This design comes from an exercise in tuning for small area on the open sky130 flow, not from production work. Where RTL was checked, it was by simulation tests only, not by an equivalence proof against the original. Power figures rest on the tool's default switching activity, not on a simulated workload. The flow treats the clock pin as an ideal source, which a real chip does not have.

## sha1_stream_packer
module sha1_stream_packer
(
  input  logic                 clk,
  input  logic                 reset,
  output logic                 o_tready_in,
  input  logic                 i_tvalid_in,
  input  logic [sha1_stream_pkg::IN_W-1:0]      i_tdata_in,
  input  logic [sha1_stream_pkg::IN_BYTES-1:0]  i_tkeep_in,
  input  logic                 i_tlast_in,
  input  logic                 i_tready_out,
  output logic                 o_tvalid_out,
  output logic [sha1_stream_pkg::OUT_W-1:0]     o_tdata_out,
  output logic [sha1_stream_pkg::OUT_BYTES-1:0] o_tkeep_out,
  output logic                 o_tlast_out
);
==> module sha1_beat_slot, before the edit <==
module sha1_beat_slot
(
  input  logic          clk,
  input  logic          reset,
  input  logic          i_load,
  input  logic [511:0]  i_data,
  input  logic [3:0]    i_lane,     
  input  logic [3:0]    i_lkeep,    
  input  logic          i_last,
  input  logic          i_ready,
  output logic          o_valid,
  output logic [511:0]  o_data,
  output logic [63:0]   o_keep,
  output logic          o_last
);
  logic         r_valid;
  logic [511:0] r_data;
  logic [3:0]   r_lane;
  logic [3:0]   r_lkeep;
  logic         r_last;
  always_ff @(posedge clk or posedge reset) begin
    if (reset)            r_valid <= 1'b0;
    else if (i_load)      r_valid <= 1'b1;
    else if (i_ready)     r_valid <= 1'b0;
  end
  always_ff @(posedge clk) begin
    if (i_load) begin
      r_data  <= i_data;
      r_lane  <= i_lane;
      r_lkeep <= i_lkeep;
      r_last  <= i_last;
    end
  end
  always_comb begin
    for (int j = 0; j < 16; j++) begin
      for (int b = 0; b < 4; b++) begin
        o_keep[4*j+b] = (j < r_lane) || ((j == r_lane) && r_lkeep[b]);
      end
    end
  end
  assign o_valid = r_valid;
  assign o_data  = r_data;
  assign o_last  = r_last;
endmodule
==> module sha1_stream_packer, before the edit <==
module sha1_stream_packer
(
  input  logic                 clk,
  input  logic                 reset,
  output logic                 o_tready_in,
  input  logic                 i_tvalid_in,
  input  logic [sha1_stream_pkg::IN_W-1:0]      i_tdata_in,
  input  logic [sha1_stream_pkg::IN_BYTES-1:0]  i_tkeep_in,
  input  logic                 i_tlast_in,
  input  logic                 i_tready_out,
  output logic                 o_tvalid_out,
  output logic [sha1_stream_pkg::OUT_W-1:0]     o_tdata_out,
  output logic [sha1_stream_pkg::OUT_BYTES-1:0] o_tkeep_out,
  output logic                 o_tlast_out
);
  logic [3:0]   r_idx;
  logic         r_done;
  logic         r_clean;       
  logic [511:0] r_data;
  logic [3:0]   r_lkeep;       
  logic         r_last;        
  logic         w_slot_valid, w_slot_free, w_xfer, w_accept, w_tready_in;
  logic [3:0]   w_base_idx;
  logic [3:0]   w_wkeep;
  logic [31:0]  w_wdata;
  logic [15:0]  w_we;
  assign w_slot_free = !w_slot_valid || i_tready_out;
  assign w_xfer      = r_done && w_slot_free;
  assign w_tready_in = !reset && (!r_done || w_slot_free);
  assign w_accept    = i_tvalid_in && w_tready_in;
  assign w_base_idx  = w_xfer ? 4'd0 : r_idx;
  assign w_wkeep     = i_tlast_in ? i_tkeep_in : 4'hF;
  always_comb begin
    for (int b = 0; b < 4; b++) w_wdata[8*b +: 8] = i_tdata_in[8*b +: 8] & {8{w_wkeep[b]}};
  end
  logic        w_clr;
  logic [31:0] w_wdata_hi;
  assign w_clr      = w_xfer || !r_clean;
  assign w_wdata_hi = w_wdata & {32{!w_clr}};
  always_comb begin
    for (int k = 0; k < 16; k++) w_we[k] = w_accept && (w_base_idx == k);
  end
  always_ff @(posedge clk) begin
    if (w_we[0]) r_data[31:0] <= w_wdata;
    for (int k = 1; k < 16; k++)
      if (w_we[k] || w_clr) r_data[32*k +: 32] <= w_wdata_hi;
    if (w_accept) begin
      r_lkeep <= w_wkeep;
      r_last  <= i_tlast_in;
    end
  end
  always_ff @(posedge clk or posedge reset) begin
    if (reset) begin
      r_idx   <= 4'd0;
      r_done  <= 1'b0;
      r_clean <= 1'b0;
    end else begin
      r_clean <= 1'b1;
      if (w_accept) begin
        r_idx  <= w_base_idx + 4'd1;
        r_done <= i_tlast_in || (w_base_idx == 4'd15);
      end else begin
        r_idx  <= w_base_idx;
        r_done <= r_done && !w_xfer;
      end
    end
  end
  sha1_beat_slot u_slot (
    .clk     (clk),
    .reset   (reset),
    .i_load  (w_xfer),
    .i_data  (r_data),
    .i_lane  (r_idx - 4'd1),
    .i_lkeep (r_lkeep),
    .i_last  (r_last),
    .i_ready (i_tready_out),
    .o_valid (w_slot_valid),
    .o_data  (o_tdata_out),
    .o_keep  (o_tkeep_out),
    .o_last  (o_tlast_out)
  );
  assign o_tready_in  = w_tready_in;
  assign o_tvalid_out = w_slot_valid;
endmodule
==> flow/config.mk <==
export PLATFORM = sky130hd
export DESIGN_NAME = sha1_stream_packer
export DESIGN_NICKNAME = sha1_stream_packer
export VERILOG_FILES = /design/flow/design.v
export SDC_FILE = /design/flow/constraint.sdc
export NUM_CORES = 4
export LEC_CHECK = 0
export CAP_MARGIN = 20
export CORE_MARGIN = 2
export CORE_UTILIZATION = 60
export SLEW_MARGIN = 20
export BUFFER_PORTS_ARGS = -buffer_cell sky130_fd_sc_hd__buf_1
export CTS_ARGS = -sink_clustering_enable -repair_clock_nets -dont_use_dummy_load -buf_list {sky130_fd_sc_hd__clkbuf_16} -root_buf sky130_fd_sc_hd__clkbuf_16 -sink_clustering_size 32 -sink_clustering_max_diameter 90
==> flow/constraint.sdc <==
create_clock -name core_clock -period 5.0 [get_ports {clk}]
set_input_delay 1.0000 -clock core_clock [delete_from_list [all_inputs] [get_ports {clk}]]
set_output_delay 1.0000 -clock core_clock [all_outputs]
set_load 0.01 [all_outputs]
standard.sh (not shown) runs the stock make flow with config.mk's settings and CLKGATE_MAP_FILE= SYNTH_SCRIPT=/design/flow/synth_recipe.tcl, a recipe that flattens the netlist after the stock synthesis.
==> flow/flow/run.sh <==
#!/bin/bash
# Standard layout, with the port buffers made from the smallest buffer and a leaner clock tree.
set -euo pipefail
cat >> config.mk <<'EOC'
export BUFFER_PORTS_ARGS = -buffer_cell sky130_fd_sc_hd__buf_1
export CTS_ARGS = -sink_clustering_enable -repair_clock_nets -dont_use_dummy_load -buf_list {sky130_fd_sc_hd__clkbuf_16} -root_buf sky130_fd_sc_hd__clkbuf_16 -sink_clustering_size 32 -sink_clustering_max_diameter 90
EOC
bash standard.sh > flow_make.log 2>&1
Change:
--- a/flow/design.v
+++ b/flow/design.v
@@ -10,41 +10,43 @@
 (
   input  logic          clk,
   input  logic          reset,
   input  logic          i_load,
   input  logic [511:0]  i_data,
-  input  logic [3:0]    i_lane,     
+  input  logic [3:0]    i_cnt,      
   input  logic [3:0]    i_lkeep,    
   input  logic          i_last,
   input  logic          i_ready,
   output logic          o_valid,
   output logic [511:0]  o_data,
   output logic [63:0]   o_keep,
   output logic          o_last
 );
   logic         r_valid;
   logic [511:0] r_data;
-  logic [3:0]   r_lane;
+  logic [3:0]   r_cnt;
   logic [3:0]   r_lkeep;
   logic         r_last;
   always_ff @(posedge clk or posedge reset) begin
     if (reset)            r_valid <= 1'b0;
     else if (i_load)      r_valid <= 1'b1;
     else if (i_ready)     r_valid <= 1'b0;
   end
+  logic w_hold;
+  assign w_hold = !(i_load || (r_valid && i_ready));
   always_ff @(posedge clk) begin
-    if (i_load) begin
-      r_data  <= i_data;
-      r_lane  <= i_lane;
-      r_lkeep <= i_lkeep;
-      r_last  <= i_last;
-    end
+    r_data  <= (r_data  & {512{w_hold}}) | (i_data  & {512{i_load}});
+    r_cnt   <= (r_cnt   & {4{w_hold}})   | (i_cnt   & {4{i_load}});
+    r_lkeep <= (r_lkeep & {4{w_hold}})   | (i_lkeep & {4{i_load}});
+    r_last  <= (r_last  & w_hold)        | (i_last  & i_load);
   end
+  logic [3:0] w_lane;
+  assign w_lane = r_cnt - 4'd1;
   always_comb begin
     for (int j = 0; j < 16; j++) begin
       for (int b = 0; b < 4; b++) begin
-        o_keep[4*j+b] = (j < r_lane) || ((j == r_lane) && r_lkeep[b]);
+        o_keep[4*j+b] = (j < w_lane) || ((j == w_lane) && r_lkeep[b]);
       end
     end
   end
   assign o_valid = r_valid;
   assign o_data  = r_data;
@@ -72,36 +74,33 @@
   logic [3:0]   r_lkeep;       
   logic         r_last;        
   logic         w_slot_valid, w_slot_free, w_xfer, w_accept, w_tready_in;
   logic [3:0]   w_base_idx;
   logic [3:0]   w_wkeep;
-  logic [31:0]  w_wdata;
-  logic [15:0]  w_we;
   assign w_slot_free = !w_slot_valid || i_tready_out;
   assign w_xfer      = r_done && w_slot_free;
   assign w_tready_in = !reset && (!r_done || w_slot_free);
   assign w_accept    = i_tvalid_in && w_tready_in;
   assign w_base_idx  = w_xfer ? 4'd0 : r_idx;
   assign w_wkeep     = i_tlast_in ? i_tkeep_in : 4'hF;
+  logic w_clr;
+  assign w_clr = w_xfer || !r_clean;
+  logic [15:0] w_we;
+  logic [63:0] w_take;
   always_comb begin
-    for (int b = 0; b < 4; b++) w_wdata[8*b +: 8] = i_tdata_in[8*b +: 8] & {8{w_wkeep[b]}};
-  end
-  logic        w_clr;
-  logic [31:0] w_wdata_hi;
-  assign w_clr      = w_xfer || !r_clean;
-  assign w_wdata_hi = w_wdata & {32{!w_clr}};
-  always_comb begin
-    for (int k = 0; k < 16; k++) w_we[k] = w_accept && (w_base_idx == k);
+    for (int k = 0; k < 16; k++) begin
+      w_we[k] = w_accept && (w_base_idx == k);
+      for (int b = 0; b < 4; b++) w_take[4*k+b] = w_we[k] && w_wkeep[b];
+    end
   end
   always_ff @(posedge clk) begin
-    if (w_we[0]) r_data[31:0] <= w_wdata;
-    for (int k = 1; k < 16; k++)
-      if (w_we[k] || w_clr) r_data[32*k +: 32] <= w_wdata_hi;
-    if (w_accept) begin
-      r_lkeep <= w_wkeep;
-      r_last  <= i_tlast_in;
-    end
+    for (int k = 0; k < 16; k++)
+      for (int b = 0; b < 4; b++)
+        r_data[32*k+8*b +: 8] <= (r_data[32*k+8*b +: 8] & {8{(k == 0) ? !(w_we[0] || w_clr) : !w_clr}})
+                               | (i_tdata_in[8*b +: 8] & {8{w_take[4*k+b]}});
+    r_lkeep <= (r_lkeep & {4{!(w_accept || w_clr)}}) | (w_wkeep & {4{w_accept}});
+    r_last  <= (r_last & !(w_accept || w_clr)) | (i_tlast_in & w_accept);
   end
   always_ff @(posedge clk or posedge reset) begin
     if (reset) begin
       r_idx   <= 4'd0;
       r_done  <= 1'b0;
@@ -120,11 +119,11 @@
   sha1_beat_slot u_slot (
     .clk     (clk),
     .reset   (reset),
     .i_load  (w_xfer),
     .i_data  (r_data),
-    .i_lane  (r_idx - 4'd1),
+    .i_cnt   (r_idx),
     .i_lkeep (r_lkeep),
     .i_last  (r_last),
     .i_ready (i_tready_out),
     .o_valid (w_slot_valid),
     .o_data  (o_tdata_out),
Outcome: First-iteration DRC count increases by 51%. Maximum frequency fell by 11%. Total power falls by 5.5%. Design area fell by about 3%. Non-clock buffer count went up by 26. Via count is higher by about 60%.
No functional check of the RTL was part of the second run of this note.

========
The RTL this note starts from:
==> flow/design.v <==
package sha1_stream_pkg;
  localparam int IN_BYTES  = 4;
  localparam int OUT_BYTES = 64;
  localparam int WORDS     = OUT_BYTES / IN_BYTES;
  localparam int IDX_W     = $clog2(WORDS);
  localparam int IN_W      = 8 * IN_BYTES;
  localparam int OUT_W     = 8 * OUT_BYTES;
endpackage
module sha1_beat_slot
(
  input  logic          clk,
  input  logic          reset,
  input  logic          i_load,
  input  logic [511:0]  i_data,
  input  logic [3:0]    i_lane,     
  input  logic [3:0]    i_lkeep,    
  input  logic          i_last,
  input  logic          i_ready,
  output logic          o_valid,
  output logic [511:0]  o_data,
  output logic [63:0]   o_keep,
  output logic          o_last
);
  logic         r_valid;
  logic [511:0] r_data;
  logic [3:0]   r_lane;
  logic [3:0]   r_lkeep;
  logic         r_last;
  always_ff @(posedge clk or posedge reset) begin
    if (reset)            r_valid <= 1'b0;
    else if (i_load)      r_valid <= 1'b1;
    else if (i_ready)     r_valid <= 1'b0;
  end
  logic w_hold;
  assign w_hold = !(i_load || (r_valid && i_ready));
  always_ff @(posedge clk) begin
    r_data <= (r_data & {512{w_hold}}) | (i_data & {512{i_load}});
    if (i_load) begin
      r_lane  <= i_lane;
      r_lkeep <= i_lkeep;
      r_last  <= i_last;
    end
  end
  always_comb begin
    for (int j = 0; j < 16; j++) begin
      for (int b = 0; b < 4; b++) begin
        o_keep[4*j+b] = (j < r_lane) || ((j == r_lane) && r_lkeep[b]);
      end
    end
  end
  assign o_valid = r_valid;
  assign o_data  = r_data;
  assign o_last  = r_last;
endmodule
module sha1_stream_packer
(
  input  logic                 clk,
  input  logic                 reset,
  output logic                 o_tready_in,
  input  logic                 i_tvalid_in,
  input  logic [sha1_stream_pkg::IN_W-1:0]      i_tdata_in,
  input  logic [sha1_stream_pkg::IN_BYTES-1:0]  i_tkeep_in,
  input  logic                 i_tlast_in,
  input  logic                 i_tready_out,
  output logic                 o_tvalid_out,
  output logic [sha1_stream_pkg::OUT_W-1:0]     o_tdata_out,
  output logic [sha1_stream_pkg::OUT_BYTES-1:0] o_tkeep_out,
  output logic                 o_tlast_out
);
  logic [3:0]   r_idx;
  logic         r_done;
  logic         r_clean;       
  logic [511:0] r_data;
  logic [3:0]   r_lkeep;       
  logic         r_last;        
  logic         w_slot_valid, w_slot_free, w_xfer, w_accept, w_tready_in;
  logic [3:0]   w_base_idx;
  logic [3:0]   w_wkeep;
  assign w_slot_free = !w_slot_valid || i_tready_out;
  assign w_xfer      = r_done && w_slot_free;
  assign w_tready_in = !reset && (!r_done || w_slot_free);
  assign w_accept    = i_tvalid_in && w_tready_in;
  assign w_base_idx  = w_xfer ? 4'd0 : r_idx;
  assign w_wkeep     = i_tlast_in ? i_tkeep_in : 4'hF;
  logic w_clr;
  assign w_clr = w_xfer || !r_clean;
  logic [15:0] w_we;
  logic [63:0] w_take;
  always_comb begin
    for (int k = 0; k < 16; k++) begin
      w_we[k] = w_accept && (w_base_idx == k);
      for (int b = 0; b < 4; b++) w_take[4*k+b] = w_we[k] && w_wkeep[b];
    end
  end
  always_ff @(posedge clk) begin
    for (int k = 0; k < 16; k++)
      for (int b = 0; b < 4; b++)
        r_data[32*k+8*b +: 8] <= (r_data[32*k+8*b +: 8] & {8{(k == 0) ? !w_we[0] : !w_clr}})
                               | (i_tdata_in[8*b +: 8] & {8{w_take[4*k+b]}});
    if (w_accept) begin
      r_lkeep <= w_wkeep;
      r_last  <= i_tlast_in;
    end
  end
  always_ff @(posedge clk or posedge reset) begin
    if (reset) begin
      r_idx   <= 4'd0;
      r_done  <= 1'b0;
      r_clean <= 1'b0;
    end else begin
      r_clean <= 1'b1;
      if (w_accept) begin
        r_idx  <= w_base_idx + 4'd1;
        r_done <= i_tlast_in || (w_base_idx == 4'd15);
      end else begin
        r_idx  <= w_base_idx;
        r_done <= r_done && !w_xfer;
      end
    end
  end
  sha1_beat_slot u_slot (
    .clk     (clk),
    .reset   (reset),
    .i_load  (w_xfer),
    .i_data  (r_data),
    .i_lane  (r_idx - 4'd1),
    .i_lkeep (r_lkeep),
    .i_last  (r_last),
    .i_ready (i_tready_out),
    .o_valid (w_slot_valid),
    .o_data  (o_tdata_out),
    .o_keep  (o_tkeep_out),
    .o_last  (o_tlast_out)
  );
  assign o_tready_in  = w_tready_in;
  assign o_tvalid_out = w_slot_valid;
endmodule
==> flow/config.mk <==
export PLATFORM = sky130hd
export DESIGN_NAME = sha1_stream_packer
export DESIGN_NICKNAME = sha1_stream_packer
export VERILOG_FILES = /design/flow/design.v
export SDC_FILE = /design/flow/constraint.sdc
export NUM_CORES = 4
export LEC_CHECK = 0
export CAP_MARGIN = 20
export CORE_MARGIN = 2
export CORE_UTILIZATION = 60
export SLEW_MARGIN = 20
export BUFFER_PORTS_ARGS = -buffer_cell sky130_fd_sc_hd__buf_1
export CTS_ARGS = -sink_clustering_enable -repair_clock_nets -dont_use_dummy_load -buf_list {sky130_fd_sc_hd__clkbuf_16} -root_buf sky130_fd_sc_hd__clkbuf_16 -sink_clustering_size 32 -sink_clustering_max_diameter 90
==> flow/constraint.sdc <==
create_clock -name core_clock -period 5.0 [get_ports {clk}]
set_input_delay 1.0000 -clock core_clock [delete_from_list [all_inputs] [get_ports {clk}]]
set_output_delay 1.0000 -clock core_clock [all_outputs]
set_load 0.01 [all_outputs]
Scripts as last shown in full above: flow/flow/run.sh
Edit:
--- a/flow/design.v
+++ b/flow/design.v
@@ -74,31 +74,32 @@
   logic [3:0]   r_lkeep;       
   logic         r_last;        
   logic         w_slot_valid, w_slot_free, w_xfer, w_accept, w_tready_in;
   logic [3:0]   w_base_idx;
   logic [3:0]   w_wkeep;
+  logic [31:0]  w_wdata;
+  logic [15:0]  w_we;
   assign w_slot_free = !w_slot_valid || i_tready_out;
   assign w_xfer      = r_done && w_slot_free;
   assign w_tready_in = !reset && (!r_done || w_slot_free);
   assign w_accept    = i_tvalid_in && w_tready_in;
   assign w_base_idx  = w_xfer ? 4'd0 : r_idx;
   assign w_wkeep     = i_tlast_in ? i_tkeep_in : 4'hF;
-  logic w_clr;
-  assign w_clr = w_xfer || !r_clean;
-  logic [15:0] w_we;
-  logic [63:0] w_take;
   always_comb begin
-    for (int k = 0; k < 16; k++) begin
-      w_we[k] = w_accept && (w_base_idx == k);
-      for (int b = 0; b < 4; b++) w_take[4*k+b] = w_we[k] && w_wkeep[b];
-    end
+    for (int b = 0; b < 4; b++) w_wdata[8*b +: 8] = i_tdata_in[8*b +: 8] & {8{w_wkeep[b]}};
+  end
+  logic        w_clr;
+  logic [31:0] w_wdata_hi;
+  assign w_clr      = w_xfer || !r_clean;
+  assign w_wdata_hi = w_wdata & {32{!w_clr}};
+  always_comb begin
+    for (int k = 0; k < 16; k++) w_we[k] = w_accept && (w_base_idx == k);
   end
   always_ff @(posedge clk) begin
-    for (int k = 0; k < 16; k++)
-      for (int b = 0; b < 4; b++)
-        r_data[32*k+8*b +: 8] <= (r_data[32*k+8*b +: 8] & {8{(k == 0) ? !w_we[0] : !w_clr}})
-                               | (i_tdata_in[8*b +: 8] & {8{w_take[4*k+b]}});
+    if (w_we[0]) r_data[31:0] <= w_wdata;
+    for (int k = 1; k < 16; k++)
+      if (w_we[k] || w_clr) r_data[32*k +: 32] <= w_wdata_hi;
     if (w_accept) begin
       r_lkeep <= w_wkeep;
       r_last  <= i_tlast_in;
     end
   end
Result: The changed run finished clean; sequential power increases by 23%; setup slack is worse by 0.0045 ns; clock power barely changes; worst hold slack hardly moves; cell count goes down by 15%; final area grows by 1.1%; clock-buffer cell count went up by 1; non-clock buffer count climbs by 8.
The RTL of the second run of this note was laid out without a check of its function.

==> afterwards: timing with drivers on the ports <==
In the flow no input, the clock included, has a driving cell. The finished layouts below were timed again as built, in two steps. Step 1, drivers: a clkbuf_16 drives clk and a buf_2 each remaining input, both assumed. Step 2 also shifts input and output timing later by t, the mid clock arrival at the registers, as if the neighbouring blocks saw the same clock. Slacks: ideal ports / drivers / drivers and shift; pairs: ideal ports / drivers.
run | t, ns | slack for setup (ns) | worst setup path at the end | slew at the worst register clock pin (ns)
the first run of note 1 | 0.649 | 1.414 / 1.355 / 1.577 | input to register | 0.12 / 0.12
the second run of note 1 | 0.659 | 0.981 / 0.918 / 1.576 | register to output | 0.12 / 0.12
the first run of note 2 | 0.665 | 1.066 / 1.002 / 1.127 | input to register | 0.12 / 0.12
the second run of note 2 | 0.633 | 1.061 / 0.997 / 1.154 | input to register | 0.12 / 0.12
After both steps every run listed still meets setup and hold.
